Background: an optimization exercise with open tools, aiming at small area and a short achievable clock period. Do not read the settings as production practice. Where RTL was checked, it was by simulation tests only, not by an equivalence proof against the original.

JK:
// deflate_stored_top
module deflate_stored_top (
	input  logic                        clk,
	input  logic                        rst_n,
	input  logic                        word_valid,
	input  logic [32-1:0]  word,           
	output logic                        out_valid,
	output logic [32-1:0]  out_word,
	output logic                        out_last,
	output logic [3-1:0] out_bytes,
	output logic                        done,
	output logic                        protocol_error
);
Size: roughly 1500 cells after synthesis, roughly 250 flip-flops, about 0.014 mm2 of cells after synthesis.
==> module block_decoder, before the edit <==
module block_decoder (
	input  logic        clk,
	input  logic        rst_n,
	input  logic        word_valid,
	input  logic [31:0] word,
	output logic        a_hdr,           
	output logic        a_dat,           
	output logic [1:0]  a_ra,            
	output logic [3:0]  a_sel,           
	output logic        a_crcv,          
	output logic        a_trl,           
	output logic [31:0] a_word,          
	output logic        a_bf,            
	output logic [1:0]  ra,              
	output logic        protocol_error
);
	logic        in_data_q;      
	logic        ended_q;        
	logic        final_q;        
	logic [15:0] bytes_left;     
	logic        accept;
	logic        block_end;
	logic        is_final;
	logic        last_q;         
	logic [3:0]  ra_oh;
	logic [31:0] word_up;
	assign accept    = word_valid & ~a_hdr & ~ended_q;    
	assign block_end = in_data_q ? last_q : (word[15:0] == '0);
	assign is_final  = in_data_q ? final_q : word[24];
	assign ra = {bytes_left[1] ^ bytes_left[0], bytes_left[0]} & {2{in_data_q & last_q}};   
	always_comb begin
		for (int r = 0; r < 4; r++)
			ra_oh[r] = (ra == 2'(r));
		word_up = ({32{ra_oh[0] & in_data_q}} & word)
		        | ({32{ra_oh[1]}} & {word[23:0], 8'b0})
		        | ({32{ra_oh[2]}} & {word[15:0], 16'b0})
		        | ({32{ra_oh[3]}} & {word[7:0],  24'b0})
		        | ({32{~in_data_q}} & {~word[7:0], word[15:0], ~word[15:8]});
	end
	always_ff @(posedge clk or negedge rst_n) begin
		if (!rst_n) begin
			in_data_q      <= 1'b0;
			ended_q        <= 1'b0;
			a_hdr          <= 1'b0;
			a_dat          <= 1'b0;
			a_trl          <= 1'b0;
			a_ra           <= '0;
			protocol_error <= 1'b0;
		end else begin
			a_hdr <= accept & ~in_data_q;
			a_dat <= accept & in_data_q;
			a_trl <= accept & block_end & is_final;
			a_ra  <= ra & {2{accept & in_data_q}};
			if (word_valid & ~accept)
				protocol_error <= 1'b1;
			if (accept) begin
				in_data_q <= ~block_end;
				ended_q   <= block_end & is_final;
			end
		end
	end
	always_ff @(posedge clk) begin
		for (int r = 0; r < 4; r++)
			a_sel[r] <= accept & in_data_q & ra_oh[r];
		a_crcv <= accept & in_data_q;
		a_word <= word_up;
		a_bf   <= word[24];
		bytes_left[15:2] <= ({14{accept & ~in_data_q}} & word[15:2])
		                  | ({14{accept & in_data_q}}  & (bytes_left[15:2] - 14'd1))
		                  | ({14{~accept}}             & bytes_left[15:2]);
		if (accept) begin
			if (in_data_q) begin
				last_q     <= (bytes_left[15:4] == '0) & ~(bytes_left[3] & (bytes_left[2:0] != 3'b000));
			end else begin
				bytes_left[1:0] <= word[1:0];
				final_q    <= word[24];
				last_q     <= (word[15:3] == '0) & ~(word[2] & (word[1:0] != 2'b00));
			end
		end
	end
endmodule
Settings: LEC_CHECK=0, CAP_MARGIN=20, CORE_MARGIN=2, CORE_UTILIZATION=40, CTS_CLUSTER_DIAMETER=80, CTS_CLUSTER_SIZE=24, SETUP_SLACK_MARGIN=3.5, SLEW_MARGIN=20, TNS_END_PERCENT=5; clock period 6.0 ns.
standard.sh (not shown) runs the stock make flow with config.mk's settings and CLKGATE_MAP_FILE= SYNTH_SCRIPT=/design/flow/synth_recipe.tcl, a recipe that flattens the netlist after the stock synthesis.
==> flow/flow/run.sh <==
#!/bin/bash
# The standard layout, with the port buffers made of plain buffers instead of the
# slow delay buffers buffer_ports picks by default. Every port still gets its buffer.
set -euo pipefail
export BUFFER_PORTS_ARGS="-buffer_cell sky130_fd_sc_hd__buf_2"
bash standard.sh > standard.log 2>&1
The inputs of MS differ from those of JK as listed below.
-- flow/design.v --
<<< JK, line 74
		a_word <= word_up;
		a_bf   <= word[24];
		bytes_left[15:2] <= ({14{accept & ~in_data_q}} & word[15:2])
		                  | ({14{accept & in_data_q}}  & (bytes_left[15:2] - 14'd1))
		                  | ({14{~accept}}             & bytes_left[15:2]);
		if (accept) begin
			if (in_data_q) begin
				last_q     <= (bytes_left[15:4] == '0) & ~(bytes_left[3] & (bytes_left[2:0] != 3'b000));
			end else begin
				bytes_left[1:0] <= word[1:0];
				final_q    <= word[24];
				last_q     <= (word[15:3] == '0) & ~(word[2] & (word[1:0] != 2'b00));
>>> MS, line 74
		a_word <= word_up;
		a_bf   <= word[24];
		if (accept) begin
			if (in_data_q) begin
				bytes_left[15:2] <= bytes_left[15:2] - 14'd1;
				last_q           <= (bytes_left[15:4] == '0) & ~(bytes_left[3] & (bytes_left[2:0] != 3'b000));
			end else begin
				bytes_left <= word[15:0];
				final_q    <= word[24];
				last_q     <= (word[15:3] == '0) & ~(word[2] & (word[1:0] != 2'b00));
Max signed area change from the synthesized netlist to the final layout across JK and MS: JK. MS: worst slack at placement higher than JK. | routed wire length | MS vs JK | worse |. Cell area after placement (MS over JK): increase, 89 um2. Core utilization delta for MS relative to JK: 1.7 points lower. Looking at pin slew with the least headroom to its limit, MS sits above JK. In MS, inverter count is lower than in JK. Across both runs, gate count of the mapped netlist was lower for MS than for JK. JK has higher post-route cell area than MS. Cmp JK and MS / post-CTS setup repair buffer count / higher: JK. The total instance count after detailed placement in MS sits 32 below the value recorded for JK. MS reports its slowest library cell on the worst path as sky130_fd_sc_hd__dfxtp_2 while JK reports sky130_fd_sc_hd__dfxtp_4.
The RTL of JK was laid out without a check of its function.

==> re-timing with driven ports <==
The results above use ideal ports. As a check the final layouts listed here were re-extracted and re-timed, cells and wires unchanged.
Step 1, drivers: a clkbuf_16 drives clk and a buf_2 each remaining input, both assumed.
Step 2 also shifts input and output timing later by t, the mid clock arrival at the registers, as if the neighbouring blocks saw the same clock.
a / b / c = no drivers / after step 1 / after step 2; a / b = the first two.
| run | t, ns | setup slack, ns | latest minus earliest clock arrival (ns) | worst slew at a driven data input, ns | cell pins on the clock port's net |
|---|---|---|---|---|---|
| JK | 0.558 | 3.314 / 3.314 / 3.105 | 0.013 / 0.012 | 0.04 | 1 |
| MS | 0.563 | 3.397 / 3.397 / 3.285 | 0.034 / 0.034 | 0.04 | 1 |
After both steps setup and hold are still met in every run listed. For JK, which loses most, drivers alone change the setup slack by 0.000 ns; drivers and shift together by -0.209 ns.
